This design comes from an exercise in tuning for small area, a short achievable clock period and few clock cycles per item on the open sky130 flow, not from production work.
Only simulation tests tie the RTL to the original design; equivalence was not proved.
Power is estimated from default activity; no workload was simulated.

Setup of job 8797:
## mipsExecUnit
module mipsExecUnit (
    input  logic                                clk,
    input  logic                                rstN,
    input  logic                                inValid,
    output logic                                inReady,
    input  logic [mipsPkg::dataWidth-1:0]       instr,
    input  logic [mipsPkg::dataWidth-1:0]       rsValue,
    input  logic [mipsPkg::dataWidth-1:0]       rtValue,
    output logic                                outValid,
    input  logic                                outReady,
    output logic [mipsPkg::dataWidth-1:0]       outData,
    output logic [mipsPkg::regAddrWidth-1:0]    outDest,
    output logic                                outWriteEn,
    output logic                                outBranchTaken,
    output logic                                outIllegal
);
Size in the first run: ~1200 cells after synthesis, roughly 140 I/O pins, about 10000 um^2 of cells after synthesis.
Settings: LEC_CHECK=0, CAP_MARGIN=20, CORE_MARGIN=2, CORE_UTILIZATION=40, CTS_BUF_LIST=sky130_fd_sc_hd__clkbuf_8, CTS_CLUSTER_DIAMETER=100, CTS_CLUSTER_SIZE=30, GPL_TIMING_DRIVEN=1, SETUP_SLACK_MARGIN=2.2, SLEW_MARGIN=20; clock period 5.0 ns.
standard.sh (not shown) runs the stock make flow with config.mk's settings and CLKGATE_MAP_FILE= SYNTH_SCRIPT=/design/flow/synth_recipe.tcl, a recipe that flattens the netlist after the stock synthesis.
==> flow/flow/run.sh <==
#!/bin/bash
# Layout flow: the standard ORFS flow with two changes.
#  - Synthesis is the standard one except for the ABC script that maps the
#    combinational logic (flow/abc.script, &nf mapping), which also may not
#    use the 4-input mux cells.
#    Registers are mapped before ABC runs, so they are the standard ones.
#  - Port buffers are buf_2 cells instead of the delay cell buffer_ports picks.
#  - Clock tree synthesis adds no dummy loads to the clock tree.
set -euo pipefail
here=$(pwd)
flowdir=$(cd "$(dirname "${BASH_SOURCE[0]}")" && pwd)

# Cells ABC may not map to: the 4-input muxes are slow in the shifter
abc_extra_dont_use="sky130_fd_sc_hd__mux4_1 sky130_fd_sc_hd__mux4_2 sky130_fd_sc_hd__mux4_4"

# synth.tcl with the ABC script swapped
sed "s#  log_cmd abc {\*}\$abc_args#  set abc_args [lreplace \$abc_args 0 1 -script $flowdir/abc.script]\n  foreach c {$abc_extra_dont_use} { lappend abc_args -dont_use \$c }\n  log_cmd abc {*}\$abc_args#" \
    "$FLOW_HOME/scripts/synth.tcl" > "$here/synth_custom_abc.tcl"
grep -q "abc.script" "$here/synth_custom_abc.tcl"
sed "s#source \$::env(SCRIPTS_DIR)/synth.tcl#source $here/synth_custom_abc.tcl#" \
    "$here/synth_recipe.tcl" > "$here/synth_recipe_custom.tcl"
grep -q "synth_custom_abc.tcl" "$here/synth_recipe_custom.tcl"
sed "s#SYNTH_SCRIPT=[^ ]*synth_recipe.tcl#SYNTH_SCRIPT=$here/synth_recipe_custom.tcl#" \
    "$here/standard.sh" > "$here/standard_custom.sh"
grep -q "synth_recipe_custom.tcl" "$here/standard_custom.sh"

bash "$here/standard_custom.sh" \
    BUFFER_PORTS_ARGS="-buffer_cell sky130_fd_sc_hd__buf_1" \
    CTS_ARGS="-sink_clustering_enable -repair_clock_nets -buf_list sky130_fd_sc_hd__clkbuf_8 -dont_use_dummy_load" \
    finish > "$here/flow_make.log" 2>&1
==> flow/flow/abc.script <==

&get -n
&st
&dch
&nf -D 3000
&put
topo
buffer -p
upsize -D 3000
dnsize -D 3000
Job 8797 | status: complete | timing, DRC, antenna: pass
Testbench counts of job 8797, summed over its fixed seeds: cycles 24,016, items 24,000.
[inputs] job 8116 vs job 8797
Settings: CORE_UTILIZATION changed from 40 to 50; CTS_BUF_LIST removed (was sky130_fd_sc_hd__clkbuf_8); CTS_CLUSTER_DIAMETER removed (was 100); CTS_CLUSTER_SIZE removed (was 30).
-- flow/flow/run.sh --
<<< job 8797, line 2
# Layout flow: the standard ORFS flow with two changes.
>>> job 8116, line 2
# Layout flow: the standard ORFS flow with these changes.
<<< job 8797, line 4
#    combinational logic (flow/abc.script, &nf mapping), which also may not
#    use the 4-input mux cells.
>>> job 8116, line 4
#    combinational logic (flow/abc.script, &nf mapping).
<<< job 8797, line 7
#  - Port buffers are buf_2 cells instead of the delay cell buffer_ports picks.
>>> job 8116, line 6
#  - Port buffers are buf_1 cells instead of the delay cell buffer_ports picks.
<<< job 8797, line 13
# Cells ABC may not map to: the 4-input muxes are slow in the shifter
abc_extra_dont_use="sky130_fd_sc_hd__mux4_1 sky130_fd_sc_hd__mux4_2 sky130_fd_sc_hd__mux4_4"

>>> job 8116, line 12
<<< job 8797, line 17
sed "s#  log_cmd abc {\*}\$abc_args#  set abc_args [lreplace \$abc_args 0 1 -script $flowdir/abc.script]\n  foreach c {$abc_extra_dont_use} { lappend abc_args -dont_use \$c }\n  log_cmd abc {*}\$abc_args#" \
>>> job 8116, line 13
sed "s#  log_cmd abc {\*}\$abc_args#  set abc_args [lreplace \$abc_args 0 1 -script $flowdir/abc.script]\n  log_cmd abc {*}\$abc_args#" \
### Flow results
Job 8116 finished every step from synthesis to the final layout, and the layout passed the timing, DRC and antenna checks. Job 8116 ended up with mux4_2 as its slowest cell on the critical path; job 8797 ended up with mux2_2. In job 8116, the clock power came out about 3% below the value in job 8797. Job 8116 against job 8797; overall routed net length is down slightly. Adder and majority gate portion of the synthesized area: job 8116 vs job 8797, no meaningful difference. The launch point of the worst path comes out uDecode.downShiftAmt[0] in one run and uDecode.downShiftAmt[1] in the other, namely in job 8797 and job 8116 respectively. Overall die width, job 8116 and job 8797: higher on job 8797.
diff inputs: job 8116 => job 3960
Settings: swapping 2.2 for 2.0 in SETUP_SLACK_MARGIN; putting CTS_BUF_LIST at sky130_fd_sc_hd__clkbuf_8 where nothing was set; putting CTS_CLUSTER_SIZE at 30 where nothing was set; swapping 50 for 40 in CORE_UTILIZATION; putting CTS_CLUSTER_DIAMETER at 100 where nothing was set.
-- flow/flow/run.sh --
<<< job 8116, line 2
# Layout flow: the standard ORFS flow with these changes.
>>> job 3960, line 2
# Layout flow: the standard ORFS flow with two changes.
<<< job 8116, line 4
#    combinational logic (flow/abc.script, &nf mapping).
>>> job 3960, line 4
#    combinational logic (flow/abc.script, delay-targeted &nf mapping).
<<< job 8116, line 6
#  - Port buffers are buf_1 cells instead of the delay cell buffer_ports picks.
#  - Clock tree synthesis adds no dummy loads to the clock tree.
>>> job 3960, line 6
#  - Port buffers are buf_2 cells instead of the delay cell buffer_ports picks.
<<< job 8116, line 24
    BUFFER_PORTS_ARGS="-buffer_cell sky130_fd_sc_hd__buf_1" \
    CTS_ARGS="-sink_clustering_enable -repair_clock_nets -buf_list sky130_fd_sc_hd__clkbuf_8 -dont_use_dummy_load" \
    finish > "$here/flow_make.log" 2>&1
>>> job 3960, line 23
    BUFFER_PORTS_ARGS="-buffer_cell sky130_fd_sc_hd__buf_2" finish > "$here/flow_make.log" 2>&1
==> flow/flow/abc.script <==

&get -n
&st
&dch
&nf -D 2000
&put
topo
buffer -p
upsize -D 2000
dnsize -D 2000
--- outcome ---
Job 3960 finished end to end and its layout was clean on timing, DRC and antenna. From job 8116 to job 3960 the numbers moved as follows: final standard cell utilization of the core fell by 12 points, initial antenna violation count moved up, die area now sits higher, sequential area share after synthesis did not really move. Global-route wire length before repair went up slightly going from job 8116 to job 3960. Design area (job 3960 vs. job 8116) decreases slightly. Delta(global-route usage, job 3960 - job 8116) < 0. Going from job 8116 to job 3960, relative contribution of combinational cells to total power fell 4.8 points, total power up 5.4%.
## Diff of input files: job 2620 against job 3960
Settings: changing SETUP_SLACK_MARGIN from 2.0 to 2.2.
-- flow/flow/run.sh --
<<< job 3960, line 7
>>> job 2620, line 7
#  - Clock tree synthesis adds no dummy loads to the clock tree.
<<< job 3960, line 23
    BUFFER_PORTS_ARGS="-buffer_cell sky130_fd_sc_hd__buf_2" finish > "$here/flow_make.log" 2>&1
>>> job 2620, line 24
    BUFFER_PORTS_ARGS="-buffer_cell sky130_fd_sc_hd__buf_1" \
    CTS_ARGS="-sink_clustering_enable -repair_clock_nets -buf_list sky130_fd_sc_hd__clkbuf_8 -dont_use_dummy_load" \
    finish > "$here/flow_make.log" 2>&1
==> flow/flow/abc.script <==

&get -n
&st
&dch
&nf -D 3000
&put
topo
buffer -p
upsize -D 3000
dnsize -D 3000
--- outcome ---
- Job 2620 closes out successfully: all stages finished, all timing, DRC and antenna checks passed.
- Number of vias per cell after detailed routing for job 2620: 0.085 up relative to job 3960
- Diff job 3960 and job 2620: net switching fraction of the power higher in job 3960
- Relative to job 3960, the final cell area reported for job 2620 is higher.
- Fmax in job 2620 is 21 MHz above job 3960.
- Changes observed in job 2620 relative to job 3960: share of power burned in the clock network fell by 6.1 points; critical path data arrival time fell 200 ps.
- Job 2620 against job 3960; first-iteration DRC count is up by more than 10%.
The inputs of job 6590 differ from those of job 2620 as listed below.
Settings: CTS_CLUSTER_DIAMETER: 100 -> unset; CTS_BUF_LIST: sky130_fd_sc_hd__clkbuf_8 -> unset; CTS_CLUSTER_SIZE: 30 -> unset; TNS_END_PERCENT: unset -> 20.
-- flow/flow/run.sh --
<<< job 2620, line 2
# Layout flow: the standard ORFS flow with two changes.
>>> job 6590, line 2
# Layout flow: the standard ORFS flow with these changes.
<<< job 2620, line 4
#    combinational logic (flow/abc.script, delay-targeted &nf mapping).
>>> job 6590, line 4
#    combinational logic (flow/abc.script, &nf mapping).
<<< job 2620, line 6
#  - Port buffers are buf_2 cells instead of the delay cell buffer_ports picks.
>>> job 6590, line 6
#  - Port buffers are buf_1 cells instead of the delay cell buffer_ports picks.
--- outcome ---
NOTE: register-to-register path setup slack in job 6590 falls short of that of job 2620. There was hardly any difference in synthesis-to-finish area growth between job 6590 and job 2620. Comparing non-clock buffer instance count of the final layout for job 6590 and job 2620, the bigger number came from job 2620. As far as unique cell type count in the Yosys netlist goes, job 2620 and job 6590 are indistinguishable; the numbers are identical. Job 6590 vs. job 2620: routed wire length went up by 490 um; setup slack of the critical path after layout lost 120 ps; net switching share of the total power went up by 0.43 points. As far as total CTS buffers is concerned, job 2620 and job 6590 perform about the same.

## separate check: timing with driven ports
How much do the figures lean on ideal ports? The routed layouts below were timed once more, with nothing changed but the port constraints.
Step 1 sets driving cells, clkbuf_16 on the clock port and buf_2 on the other inputs (assumed; they add their load-dependent delay and slew).
Step 2 also shifts input and output timing later by t, the mid clock arrival at the registers, as if the neighbouring blocks saw the same clock.
Slacks: ideal / step 1 / step 2; pairs: ideal / step 1.
run	t, ns	slack for setup (ns)	hold WS [ns]	worst setup path at the end	clock arrival spread, ns
job 8797	0.483	2.268 / 2.268 / 1.844	0.328 / 0.313 / 0.428	input to register	0.038 / 0.038
job 8116	0.464	2.186 / 2.186 / 1.827	0.340 / 0.332 / 0.425	input to register	0.030 / 0.030
job 3960	0.493	2.084 / 2.084 / 1.678	0.299 / 0.284 / 0.427	input to register	0.021 / 0.020
job 2620	0.473	2.255 / 2.255 / 1.850	0.324 / 0.311 / 0.426	input to register	0.035 / 0.035
job 6590	0.496	2.134 / 2.157 / 1.661	0.294 / 0.274 / 0.426	input to register	0.038 / 0.038
After both steps every run listed still meets setup and hold. For job 6590, which loses most, drivers alone change the setup slack by +0.023 ns; drivers and shift together by -0.473 ns.
